This is an optimization exercise on Yosys and OpenROAD, whose aim is small area, not a production implementation. Function was checked by simulation only, so behaviour that the tests miss may differ from the original.

## design/flow/design.v

```verilog
`default_nettype none
package rv_pkg;
    localparam int XLEN       = 32;
    localparam int REG_ADDR_W = 5;
    localparam logic [6:0] OP_R      = 7'b0110011;
    localparam logic [6:0] OP_IMM    = 7'b0010011;
    localparam logic [6:0] OP_LUI    = 7'b0110111;
    localparam logic [6:0] OP_AUIPC  = 7'b0010111;
    localparam logic [6:0] OP_JAL    = 7'b1101111;
    localparam logic [6:0] OP_JALR   = 7'b1100111;
    localparam logic [6:0] OP_BRANCH = 7'b1100011;
    localparam logic [3:0] ALU_ADD  = 4'd0;
    localparam logic [3:0] ALU_SUB  = 4'd1;
    localparam logic [3:0] ALU_SLL  = 4'd2;
    localparam logic [3:0] ALU_SLT  = 4'd3;
    localparam logic [3:0] ALU_SLTU = 4'd4;
    localparam logic [3:0] ALU_XOR  = 4'd5;
    localparam logic [3:0] ALU_SRL  = 4'd6;
    localparam logic [3:0] ALU_SRA  = 4'd7;
    localparam logic [3:0] ALU_OR   = 4'd8;
    localparam logic [3:0] ALU_AND  = 4'd9;
    localparam logic [1:0] RES_ALU = 2'd0;
    localparam logic [1:0] RES_PC4 = 2'd1;  
    localparam logic [1:0] RES_IMM = 2'd2;  
    typedef union packed {
        struct packed {
            logic [6:0] funct7;
            logic [4:0] rs2;
            logic [4:0] rs1;
            logic [2:0] funct3;
            logic [4:0] rd;
            logic [6:0] opcode;
        } r;
        struct packed {
            logic [11:0] imm_11_0;
            logic [4:0]  rs1;
            logic [2:0]  funct3;
            logic [4:0]  rd;
            logic [6:0]  opcode;
        } i;
        struct packed {
            logic [6:0] imm_11_5;
            logic [4:0] rs2;
            logic [4:0] rs1;
            logic [2:0] funct3;
            logic [4:0] imm_4_0;
            logic [6:0] opcode;
        } s;
        struct packed {
            logic       imm_12;
            logic [5:0] imm_10_5;
            logic [4:0] rs2;
            logic [4:0] rs1;
            logic [2:0] funct3;
            logic [3:0] imm_4_1;
            logic       imm_11;
            logic [6:0] opcode;
        } b;
        struct packed {
            logic [19:0] imm_31_12;
            logic [4:0]  rd;
            logic [6:0]  opcode;
        } u;
        struct packed {
            logic       imm_20;
            logic [9:0] imm_10_1;
            logic       imm_11;
            logic [7:0] imm_19_12;
            logic [4:0] rd;
            logic [6:0] opcode;
        } j;
    } instr_u;
endpackage
`default_nettype wire
`timescale 1ns/1ps
`default_nettype none
import rv_pkg::*;
module decode_unit (
    input  rv_pkg::instr_u        instr_i,
    input  logic                  instr_valid_i,
    output logic                  jump_o,
    output logic                  branch_o,
    output logic                  alu_src_a_o,
    output logic                  alu_src_b_o,
    output logic                  reg_write_o,
    output logic                  pc_target_src_o,
    output logic [1:0]            result_src_o,
    output logic [2:0]            funct3_o,
    output logic [3:0]            alu_control_o,
    output logic [REG_ADDR_W-1:0] rs1_o,
    output logic [REG_ADDR_W-1:0] rs2_o,
    output logic [REG_ADDR_W-1:0] rd_o,
    output logic [XLEN-1:0]       imm_o,
    output logic                  valid_o
);
    logic [6:0] opcode;
    logic       write_en;
    function automatic [3:0] alu_op(input logic [2:0] f3, input logic alt);
        case (f3)
            3'b000:  alu_op = alt ? ALU_SUB : ALU_ADD;
            3'b001:  alu_op = ALU_SLL;
            3'b010:  alu_op = ALU_SLT;
            3'b011:  alu_op = ALU_SLTU;
            3'b100:  alu_op = ALU_XOR;
            3'b101:  alu_op = alt ? ALU_SRA : ALU_SRL;
            3'b110:  alu_op = ALU_OR;
            default: alu_op = ALU_AND;
        endcase
    endfunction
    assign opcode = instr_i.r.opcode;
    assign rs1_o  = instr_i.r.rs1;
    assign rs2_o  = instr_i.r.rs2;
    assign rd_o   = instr_i.r.rd;
    always_comb begin
        jump_o          = 1'b0;
        branch_o        = 1'b0;
        alu_src_a_o     = 1'b0;
        alu_src_b_o     = 1'b0;
        pc_target_src_o = 1'b0;
        result_src_o    = RES_ALU;
        alu_control_o   = ALU_ADD;
        imm_o           = '0;
        write_en        = 1'b0;
        valid_o         = instr_valid_i;
        if (instr_valid_i) begin
            case (opcode)
                OP_R: begin
                    write_en      = 1'b1;
                    alu_control_o = alu_op(instr_i.r.funct3, instr_i.r.funct7[5]);
                end
                OP_IMM: begin
                    write_en      = 1'b1;
                    alu_src_b_o   = 1'b1;
                    imm_o         = {{20{instr_i.i.imm_11_0[11]}}, instr_i.i.imm_11_0};
                    alu_control_o = alu_op(instr_i.i.funct3,
                                           instr_i.i.funct3 == 3'b101 && instr_i.r.funct7[5]);
                end
                OP_LUI: begin
                    write_en     = 1'b1;
                    result_src_o = RES_IMM;
                    imm_o        = {instr_i.u.imm_31_12, 12'b0};
                end
                OP_AUIPC: begin
                    write_en    = 1'b1;
                    alu_src_a_o = 1'b1;  
                    alu_src_b_o = 1'b1;
                    imm_o       = {instr_i.u.imm_31_12, 12'b0};
                end
                OP_JAL: begin
                    write_en     = 1'b1;
                    jump_o       = 1'b1;
                    result_src_o = RES_PC4;
                    imm_o        = {{11{instr_i.j.imm_20}}, instr_i.j.imm_20, instr_i.j.imm_19_12,
                                    instr_i.j.imm_11, instr_i.j.imm_10_1, 1'b0};
                end
                OP_JALR: begin
                    write_en        = 1'b1;
                    jump_o          = 1'b1;
                    pc_target_src_o = 1'b1;
                    result_src_o    = RES_PC4;
                    imm_o           = {{20{instr_i.i.imm_11_0[11]}}, instr_i.i.imm_11_0};
                end
                OP_BRANCH: begin
                    branch_o = 1'b1;
                    imm_o    = {{19{instr_i.b.imm_12}}, instr_i.b.imm_12, instr_i.b.imm_11,
                                instr_i.b.imm_10_5, instr_i.b.imm_4_1, 1'b0};
                end
                default: valid_o = 1'b0;  
            endcase
        end
        funct3_o    = valid_o ? instr_i.r.funct3 : 3'b000;
        reg_write_o = write_en && (instr_i.r.rd != '0);
    end
endmodule
`default_nettype wire
`timescale 1ns/1ps
`default_nettype none
import rv_pkg::*;
module register_file (
    input  logic                  clk_i,
    input  logic                  rst_n_i,
    input  logic [REG_ADDR_W-1:0] rs1_i,
    input  logic [REG_ADDR_W-1:0] rs2_i,
    input  logic                  we_i,
    input  logic [REG_ADDR_W-1:0] rd_i,
    input  logic [XLEN-1:0]       wd_i,
    output logic [XLEN-1:0]       rd1_o,
    output logic [XLEN-1:0]       rd2_o
);
    logic [XLEN-1:0] regs [2**REG_ADDR_W];
    always_ff @(posedge clk_i or negedge rst_n_i) begin
        if (!rst_n_i) begin
            for (int k = 0; k < 2**REG_ADDR_W; k++) begin
                regs[k] <= '0;
            end
        end else if (we_i && rd_i != '0) begin
            regs[rd_i] <= wd_i;
        end
    end
    assign rd1_o = (rs1_i == '0)                ? '0   :
                   (we_i && rd_i == rs1_i)      ? wd_i :
                                                  regs[rs1_i];
    assign rd2_o = (rs2_i == '0)                ? '0   :
                   (we_i && rd_i == rs2_i)      ? wd_i :
                                                  regs[rs2_i];
endmodule
`default_nettype wire
`timescale 1ns/1ps
`default_nettype none
module pipeline_control_reg_de (
    input  logic       clk_i,
    input  logic       rst_n_i,
    input  logic       clr_i,
    input  logic       jump_d_i,
    input  logic       branch_d_i,
    input  logic       alu_src_a_d_i,
    input  logic       alu_src_b_d_i,
    input  logic       reg_write_d_i,
    input  logic       pc_target_src_d_i,
    input  logic [1:0] result_src_d_i,
    input  logic [2:0] funct3_d_i,
    input  logic [3:0] alu_control_d_i,
    input  logic       valid_d_i,
    output logic       jump_e_o,
    output logic       branch_e_o,
    output logic       alu_src_a_e_o,
    output logic       alu_src_b_e_o,
    output logic       reg_write_e_o,
    output logic       pc_target_src_e_o,
    output logic [1:0] result_src_e_o,
    output logic [2:0] funct3_e_o,
    output logic [3:0] alu_control_e_o,
    output logic       valid_e_o
);
    always_ff @(posedge clk_i or negedge rst_n_i) begin
        if (!rst_n_i) begin
            jump_e_o          <= 1'b0;
            branch_e_o        <= 1'b0;
            alu_src_a_e_o     <= 1'b0;
            alu_src_b_e_o     <= 1'b0;
            reg_write_e_o     <= 1'b0;
            pc_target_src_e_o <= 1'b0;
            result_src_e_o    <= '0;
            funct3_e_o        <= '0;
            alu_control_e_o   <= '0;
            valid_e_o         <= 1'b0;
        end else if (clr_i) begin  
            jump_e_o          <= 1'b0;
            branch_e_o        <= 1'b0;
            alu_src_a_e_o     <= 1'b0;
            alu_src_b_e_o     <= 1'b0;
            reg_write_e_o     <= 1'b0;
            pc_target_src_e_o <= 1'b0;
            result_src_e_o    <= '0;
            funct3_e_o        <= '0;
            alu_control_e_o   <= '0;
            valid_e_o         <= 1'b0;
        end else begin
            jump_e_o          <= jump_d_i;
            branch_e_o        <= branch_d_i;
            alu_src_a_e_o     <= alu_src_a_d_i;
            alu_src_b_e_o     <= alu_src_b_d_i;
            reg_write_e_o     <= reg_write_d_i;
            pc_target_src_e_o <= pc_target_src_d_i;
            result_src_e_o    <= result_src_d_i;
            funct3_e_o        <= funct3_d_i;
            alu_control_e_o   <= alu_control_d_i;
            valid_e_o         <= valid_d_i;
        end
    end
endmodule
`default_nettype wire
`timescale 1ns/1ps
`default_nettype none
import rv_pkg::*;
module pipeline_data_reg_de (
    input  logic                  clk_i,
    input  logic                  rst_n_i,
    input  logic [XLEN-1:0]       rd1_i,
    input  logic [XLEN-1:0]       rd2_i,
    input  logic [XLEN-1:0]       imm_i,
    input  logic [XLEN-1:0]       pc_i,
    input  logic [REG_ADDR_W-1:0] rd_i,
    output logic [XLEN-1:0]       rd1_o,
    output logic [XLEN-1:0]       rd2_o,
    output logic [XLEN-1:0]       imm_o,
    output logic [XLEN-1:0]       pc_o,
    output logic [REG_ADDR_W-1:0] rd_o
);
    always_ff @(posedge clk_i or negedge rst_n_i) begin
        if (!rst_n_i) begin
            rd1_o <= '0;
            rd2_o <= '0;
            imm_o <= '0;
            pc_o  <= '0;
            rd_o  <= '0;
        end else begin
            rd1_o <= rd1_i;
            rd2_o <= rd2_i;
            imm_o <= imm_i;
            pc_o  <= pc_i;
            rd_o  <= rd_i;
        end
    end
endmodule
`default_nettype wire
`timescale 1ns/1ps
`default_nettype none
import rv_pkg::*;
module execute_stage (
    input  logic                  ctrl_jump_i,
    input  logic                  ctrl_branch_i,
    input  logic                  ctrl_alu_src_a_i,
    input  logic                  ctrl_alu_src_b_i,
    input  logic                  ctrl_reg_write_i,
    input  logic                  ctrl_pc_target_src_i,
    input  logic [1:0]            ctrl_result_src_i,
    input  logic [2:0]            ctrl_funct3_i,
    input  logic [3:0]            ctrl_alu_control_i,
    input  logic                  ctrl_valid_i,
    input  logic [XLEN-1:0]       rd1_i,
    input  logic [XLEN-1:0]       rd2_i,
    input  logic [XLEN-1:0]       imm_i,
    input  logic [XLEN-1:0]       pc_i,
    input  logic [REG_ADDR_W-1:0] rd_i,
    output logic                  redirect_o,
    output logic [XLEN-1:0]       redirect_pc_o,
    output logic                  wb_en_o,
    output logic [REG_ADDR_W-1:0] wb_rd_o,
    output logic [XLEN-1:0]       wb_data_o
);
    logic [XLEN-1:0] src_a;
    logic [XLEN-1:0] src_b;
    logic [XLEN-1:0] alu_result;
    logic [XLEN-1:0] target_base;
    logic [XLEN-1:0] target_sum;
    logic [XLEN-1:0] pc_plus4;
    logic            taken;
    assign src_a = ctrl_alu_src_a_i ? pc_i : rd1_i;
    assign src_b = ctrl_alu_src_b_i ? imm_i : rd2_i;
    always_comb begin
        case (ctrl_alu_control_i)
            ALU_ADD:  alu_result = src_a + src_b;
            ALU_SUB:  alu_result = src_a - src_b;
            ALU_SLL:  alu_result = src_a << src_b[4:0];
            ALU_SLT:  alu_result = XLEN'($signed(src_a) < $signed(src_b));
            ALU_SLTU: alu_result = XLEN'(src_a < src_b);
            ALU_XOR:  alu_result = src_a ^ src_b;
            ALU_SRL:  alu_result = src_a >> src_b[4:0];
            ALU_SRA:  alu_result = $signed(src_a) >>> src_b[4:0];
            ALU_OR:   alu_result = src_a | src_b;
            ALU_AND:  alu_result = src_a & src_b;
            default:  alu_result = '0;
        endcase
    end
    always_comb begin
        case (ctrl_funct3_i)
            3'b000:  taken = (rd1_i == rd2_i);
            3'b001:  taken = (rd1_i != rd2_i);
            3'b100:  taken = ($signed(rd1_i) < $signed(rd2_i));
            3'b101:  taken = ($signed(rd1_i) >= $signed(rd2_i));
            3'b110:  taken = (rd1_i < rd2_i);
            3'b111:  taken = (rd1_i >= rd2_i);
            default: taken = 1'b0;
        endcase
    end
    assign target_base   = ctrl_pc_target_src_i ? rd1_i : pc_i;  
    assign target_sum    = target_base + imm_i;
    assign redirect_pc_o = {target_sum[XLEN-1:1], target_sum[0] & ~ctrl_pc_target_src_i};
    assign redirect_o    = ctrl_jump_i | (ctrl_branch_i & taken);
    assign pc_plus4 = pc_i + XLEN'(4);
    always_comb begin
        case (ctrl_result_src_i)
            RES_PC4: wb_data_o = pc_plus4;
            RES_IMM: wb_data_o = imm_i;
            default: wb_data_o = alu_result;
        endcase
    end
    assign wb_en_o = ctrl_reg_write_i & ctrl_valid_i;
    assign wb_rd_o = rd_i;
endmodule
`default_nettype wire
`timescale 1ns/1ps
`default_nettype none
import rv_pkg::*;
module rv_core_de (
    input  logic                  clk_i,
    input  logic                  rst_n_i,
    input  logic [XLEN-1:0]       instr_i,
    input  logic [XLEN-1:0]       pc_i,
    input  logic                  instr_valid_i,
    output logic                  redirect_o,
    output logic [XLEN-1:0]       redirect_pc_o,
    output logic                  wb_en_o,
    output logic [REG_ADDR_W-1:0] wb_rd_o,
    output logic [XLEN-1:0]       wb_data_o
);
    logic                  jump_d;
    logic                  branch_d;
    logic                  alu_src_a_d;
    logic                  alu_src_b_d;
    logic                  reg_write_d;
    logic                  pc_target_src_d;
    logic [1:0]            result_src_d;
    logic [2:0]            funct3_d;
    logic [3:0]            alu_control_d;
    logic                  valid_d;
    logic [REG_ADDR_W-1:0] rs1_d;
    logic [REG_ADDR_W-1:0] rs2_d;
    logic [REG_ADDR_W-1:0] rd_d;
    logic [XLEN-1:0]       imm_d;
    logic [XLEN-1:0]       rd1_d;
    logic [XLEN-1:0]       rd2_d;
    logic [XLEN-1:0]       rd1_e;
    logic [XLEN-1:0]       rd2_e;
    logic [XLEN-1:0]       imm_e;
    logic [XLEN-1:0]       pc_e;
    logic [REG_ADDR_W-1:0] rd_e;
    logic                  jump_e;
    logic                  branch_e;
    logic                  alu_src_a_e;
    logic                  alu_src_b_e;
    logic                  reg_write_e;
    logic                  pc_target_src_e;
    logic [1:0]            result_src_e;
    logic [2:0]            funct3_e;
    logic [3:0]            alu_control_e;
    logic                  valid_e;
    decode_unit u_decode (
        .instr_i(instr_i), .instr_valid_i(instr_valid_i),
        .jump_o(jump_d), .branch_o(branch_d),
        .alu_src_a_o(alu_src_a_d), .alu_src_b_o(alu_src_b_d),
        .reg_write_o(reg_write_d), .pc_target_src_o(pc_target_src_d),
        .result_src_o(result_src_d), .funct3_o(funct3_d), .alu_control_o(alu_control_d),
        .rs1_o(rs1_d), .rs2_o(rs2_d), .rd_o(rd_d), .imm_o(imm_d), .valid_o(valid_d)
    );
    register_file u_regfile (
        .clk_i(clk_i), .rst_n_i(rst_n_i),
        .rs1_i(rs1_d), .rs2_i(rs2_d),
        .we_i(wb_en_o), .rd_i(wb_rd_o), .wd_i(wb_data_o),  
        .rd1_o(rd1_d), .rd2_o(rd2_d)
    );
    pipeline_control_reg_de u_ctrl_reg (
        .clk_i(clk_i), .rst_n_i(rst_n_i), .clr_i(redirect_o),
        .jump_d_i(jump_d), .branch_d_i(branch_d),
        .alu_src_a_d_i(alu_src_a_d), .alu_src_b_d_i(alu_src_b_d),
        .reg_write_d_i(reg_write_d), .pc_target_src_d_i(pc_target_src_d),
        .result_src_d_i(result_src_d), .funct3_d_i(funct3_d),
        .alu_control_d_i(alu_control_d), .valid_d_i(valid_d),
        .jump_e_o(jump_e),
        .branch_e_o(branch_e),
        .alu_src_a_e_o(alu_src_a_e),
        .alu_src_b_e_o(alu_src_b_e),
        .reg_write_e_o(reg_write_e),
        .pc_target_src_e_o(pc_target_src_e),
        .result_src_e_o(result_src_e),
        .funct3_e_o(funct3_e),
        .alu_control_e_o(alu_control_e),
        .valid_e_o(valid_e)
    );
    pipeline_data_reg_de u_data_reg (
        .clk_i(clk_i), .rst_n_i(rst_n_i),
        .rd1_i(rd1_d), .rd2_i(rd2_d), .imm_i(imm_d), .pc_i(pc_i), .rd_i(rd_d),
        .rd1_o(rd1_e), .rd2_o(rd2_e), .imm_o(imm_e), .pc_o(pc_e), .rd_o(rd_e)
    );
    execute_stage u_execute (
        .ctrl_jump_i(jump_e),
        .ctrl_branch_i(branch_e),
        .ctrl_alu_src_a_i(alu_src_a_e),
        .ctrl_alu_src_b_i(alu_src_b_e),
        .ctrl_reg_write_i(reg_write_e),
        .ctrl_pc_target_src_i(pc_target_src_e),
        .ctrl_result_src_i(result_src_e),
        .ctrl_funct3_i(funct3_e),
        .ctrl_alu_control_i(alu_control_e),
        .ctrl_valid_i(valid_e),
        .rd1_i(rd1_e), .rd2_i(rd2_e), .imm_i(imm_e), .pc_i(pc_e), .rd_i(rd_e),
        .redirect_o(redirect_o), .redirect_pc_o(redirect_pc_o),
        .wb_en_o(wb_en_o), .wb_rd_o(wb_rd_o), .wb_data_o(wb_data_o)
    );
endmodule
`default_nettype wire
```

## design/flow/run.sh

```bash
#!/bin/bash
# synth_recipe.tcl (not shown) runs the flow's synth.tcl, then flattens the netlist and writes it again
# the make line also repeats each setting of config.mk as NAME=value (left out here)
make -C /OpenROAD-flow-scripts/flow DESIGN_CONFIG=/design/flow/config.mk WORK_HOME=/design/flow/orfs CLKGATE_MAP_FILE= SYNTH_SCRIPT=/design/flow/synth_recipe.tcl finish
```

## design/flow/config.mk

```make
export PLATFORM = sky130hd
export DESIGN_NAME = rv_core_de
export DESIGN_NICKNAME = rv_core_de
export VERILOG_FILES = /design/flow/design.v
export SDC_FILE = /design/flow/constraint.sdc
export NUM_CORES = 4
export LEC_CHECK = 0
export CAP_MARGIN = 20
export CORE_MARGIN = 2
export CORE_UTILIZATION = 40
export SLEW_MARGIN = 20
```

## design/flow/constraint.sdc

```tcl
create_clock -name core_clock -period 9.0 [get_ports {clk_i}]
set_input_delay 1.8000 -clock core_clock [delete_from_list [all_inputs] [get_ports {clk_i}]]
set_output_delay 1.8000 -clock core_clock [all_outputs]
set_load 0.01 [all_outputs]
```

==> run notes <==
[worst max-delay path, stage by stage (launching register included)]
cell	delay, ns
dfrtp_2	0.54
buf_4	0.52
mux2i_1	0.48
inv_1	0.12
ha_1	0.28
fa_1	0.49
a21oi_1	0.31
o211ai_1	0.25
nand4_1	0.26
and3_1	0.37
o41ai_1	0.14
xnor2_1	0.17
a2111oi_0	0.38
o21ai_0	0.34
a222oi_1	0.77
inv_1	0.08
clkdlybuf4s50_1	0.51
[report_power, final]
part	switching, mW	internal (mW)
Combinational	0.809	0.270
Sequential	0.0416	5.15
Clock	2.36	3.19
[repair_timing]
| action | 4_1_cts | 5_1_grt |
|---|---|---|
| setup buffers | 0 | 1 |
| setup endpoints to repair | 0 | 1 |
| gates resized for setup | 0 | 0 |
[per-stage QoR]
stage / instance area (um2) / hold slack [ns] / std cells
2_1_floorplan: 65150 / 0.4610 / 7391
3_3_place_gp: 69730 / 0.4750 / 9325
3_5_place_dp: 69750 / 0.4862 / 9327
4_1_cts: 74130 / 0.5000 / 9553
5_1_grt: 74260 / 0.5287 / 9559
6_report: 74270 / 0.5013 / 9564
[cell usage after synthesis (14+ instances only)]
master	count	area share, %
nor2b_1	22	0.21
nor4_1	50	0.48
nand2_1	855	4.9
ha_1	163	3.1
a222oi_1	16	0.25
o21a_1	48	0.55
mux2i_1	132	2.0
nand3b_1	14	0.16
nor3_1	89	0.68
o211ai_1	34	0.39
o21ai_1	14	0.11
xnor2_1	53	0.71
a31oi_1	29	0.28
nand4_1	153	1.5
nand2b_1	29	0.28
nor2_1	667	3.8
buf_2	47	0.36
clkbuf_1	534	3.1
a22o_1	191	2.6
and3_1	26	0.25
buf_1	50	0.29
a21oi_1	607	4.7
nand3_1	155	1.2
dfrtp_1	1141	44
a221oi_1	230	3.1
a22oi_1	625	7.2
a21o_1	41	0.47
and2_1	20	0.19
or3_1	14	0.13
o21bai_1	21	0.24
o221ai_1	19	0.26
o21ai_2	29	0.39
o21ai_0	726	5.6
xor2_1	23	0.31
inv_1	169	0.97
or2_2	14	0.13
o2111ai_1	15	0.20
a211oi_1	25	0.29
mux2_2	78	1.3
[cell families (layout without fill, tap and decap cells)]
kind of cell | after synthesis | after routing | synth area share [%]
AOI/OAI and AO/OA | 2810 | 2810 | 28.58
buffers and inverters | 833 | 825 | 5.086
DFF | 1141 | 1141 | 43.83
muxes | 233 | 233 | 4.006
xor gates and xnor gates | 76 | 76 | 1.022
adders and majority gates | 166 | 166 | 3.223
and+or+nand+nor | 2132 | 2132 | 14.26
other | 0 | 6 | 0
[registers in the layout, summed over array words and instances (netlist names)]
name	count
u_ctrl_reg.alu_src_b_e_o	1
u_data_reg.rd2_o	32
u_data_reg.imm_o	32
u_ctrl_reg.branch_e_o	1
u_ctrl_reg.reg_write_e_o	1
u_data_reg.pc_o	32
u_data_reg.rd1_o	32
u_ctrl_reg.result_src_e_o	2
u_ctrl_reg.valid_e_o	1
u_ctrl_reg.jump_e_o	1
u_ctrl_reg.alu_control_e_o	4
u_data_reg.rd_o	5
u_ctrl_reg.funct3_e_o	3
u_regfile.regs	992
u_ctrl_reg.alu_src_a_e_o	1
u_ctrl_reg.pc_target_src_e_o	1
[per-layer routing]
| metal | vias to the layer above | track usage [%] | wire (um) | share of wire [%] |
|---|---|---|---|---|
| met5 | - | 0.4885 | 316 | 0.087 |
| met4 | 32 | 28.75 | 31250 | 8.6 |
| met3 | 1818 | 16.05 | 52650 | 14 |
| met2 | 5886 | 60.02 | 147000 | 40 |
| met1 | 32757 | 53.48 | 132400 | 36 |
| li1 | 27026 | - | - | - |
[final timing paths]
check,endpoint,slack (ns),cells after the start
min in group asynchronous,u_data_reg.pc_o[23],1.12,1
worst min register to register,u_regfile.regs[1][1],0.50,2
worst max register to register,u_data_reg.rd1_o[23],2.54,14
worst max-delay path,wb_data_o[20],0.40,16
max in group asynchronous,u_regfile.regs[14][12],5.72,3
worst min-delay path,u_regfile.regs[1][1],0.50,2
[layout make-up]
| cell class | count | area, um2 | share of cell area, % |
|---|---|---|---|
| Multi-Input combinational cell | 5417 | 34290 | 46.17 |
| Sequential cell | 1141 | 28550 | 38.45 |
| Timing Repair Buffer | 420 | 3638 | 4.899 |
| Clock buffer | 160 | 3423 | 4.609 |
| Tap cell | 2175 | 2721 | 3.664 |
| Clock inverter | 66 | 958.4 | 1.290 |
| Inverter | 179 | 671.9 | 0.9046 |
| Antenna cell | 6 | 15.01 | 0.02021 |
==> results.cfg <==
[run_status]
outcome = complete, no violations

[job]
cap_viol_max_count = 0

[worst_setup_path]
worst-path-max-fanout = 21
cp.arrival_ns = 6.80
rr_startpoint = u_ctrl_reg.alu_src_a_e_o
path_class = reg2out
critPathCaptureType = output port
startpoint_type = flop
crit_required_ns = 7.20
crit_start = u_ctrl_reg.alu_src_a_e_o

[yosys]
syn_area_um2 = 65150
syn_nets = 7624
synthArstFlopShare_pct = 100.0
syn_inst = 7391
synth_flop_cell = dfrtp_1
synth-seq-cells = 1141
ys_seq_area_share_pct = 43.83
synthDistinctLibCells = 91
synth-edff-count = 0
synth.avg_cell_area_um2 = 8.814
ys_warn_count = 6

[cts]
clk_latency_ns = 0.83
clk_pin_slew_worst_paths_ns = 0.06
clock-sinks = 1141
cts.path.max_buffers = 3
htree_num_levels = 3
postCtsHoldBufs = 0
cts_made_buffers = 120
cts_tree = done
cts-root-buf = clkbuf_16

[floorplan]
io_pins = 138
num_rows = 148
start_util_pct = 40.16
chipWidth_um = 407.6
die_area_um2 = 166100
core_area_um2 = 162200
die_y_um = 407.6

[grt]
grt_usage_pct = 42.43
grt_max_degree = 173
grt_pass1_wl_um = 502300
gr-total-overflow = 0
first_global_vias = 63052
antenna_found_initial = 21

[sta]
final.setup.tns_ns = 0
setup_slack_ns = 0.3983
tightest_slew_ns = 1.315
setup_violations = 0
slew_violations = 0
rsz0062_at_grt = false
period_share_pct = 95.57
max_freq_mhz = 116.3
hold_viol_final = 0
min_period_ns = 8.602
slew_headroom_pct = 11.61
fin_skew_ns = 0.06716

[power]
total_power_mw = 11.81
power.leakage_nw = 31.71
ir_drop_uv = 180.4
pwr_density_cell_nw_per_um2 = 159.0

[placement]
dp_hpwl_um = 237400
place_ws_ns = 1.143
place_congestion = 1.084
numPortBuffers = 137

[layout]
layout_commonest_cell = dfrtp_1
final_cell_mix = 1,139 x dfrtp_1, 830 x nand2_1, 725 x o21ai_0
finalNetCount = 7512
final.fill_count = 15697
final_util_pct = 45.79
drive_gt1_share_pct = 11.31
areaGrowthSynthToFinish_pct = 14.01

[detailed_routing]
viasPerCell = 7.060
routedWlPerCell_um = 38.01
via_count = 67519
drc_errors = 0
ant_nets = 0
wl_um = 363600
dr.pass1.iters = 10
drt_iter0_markers = 12377

[worst_hold_path]
hp-start = u_regfile.regs[1][1]
hold_path.class = reg2reg

[static timing again, ports no longer ideal]
How much do the figures lean on ideal ports? The routed layout below was timed once more, with nothing changed but the port constraints.
Step 1 sets driving cells, clkbuf_16 on the clock port and buf_2 on the other inputs (assumed; they add their load-dependent delay and slew).
Step 2 times the ports against the registers' clock, not the clock port: input delays grow and output delays shrink by t, the midpoint of the rising clock arrivals with the driver on.
a / b / c = ideal ports / drivers / drivers and shift; a / b = the first two.
t, ns: 0.881
setup slack, ns: 0.398 / 0.315 / 1.195
worst setup path at the end: register to output
clock arrival spread, ns: 0.068 / 0.067
After both steps setup and hold are still met in this run. For this run, drivers alone change the setup slack by -0.083 ns; drivers and shift together by +0.797 ns.
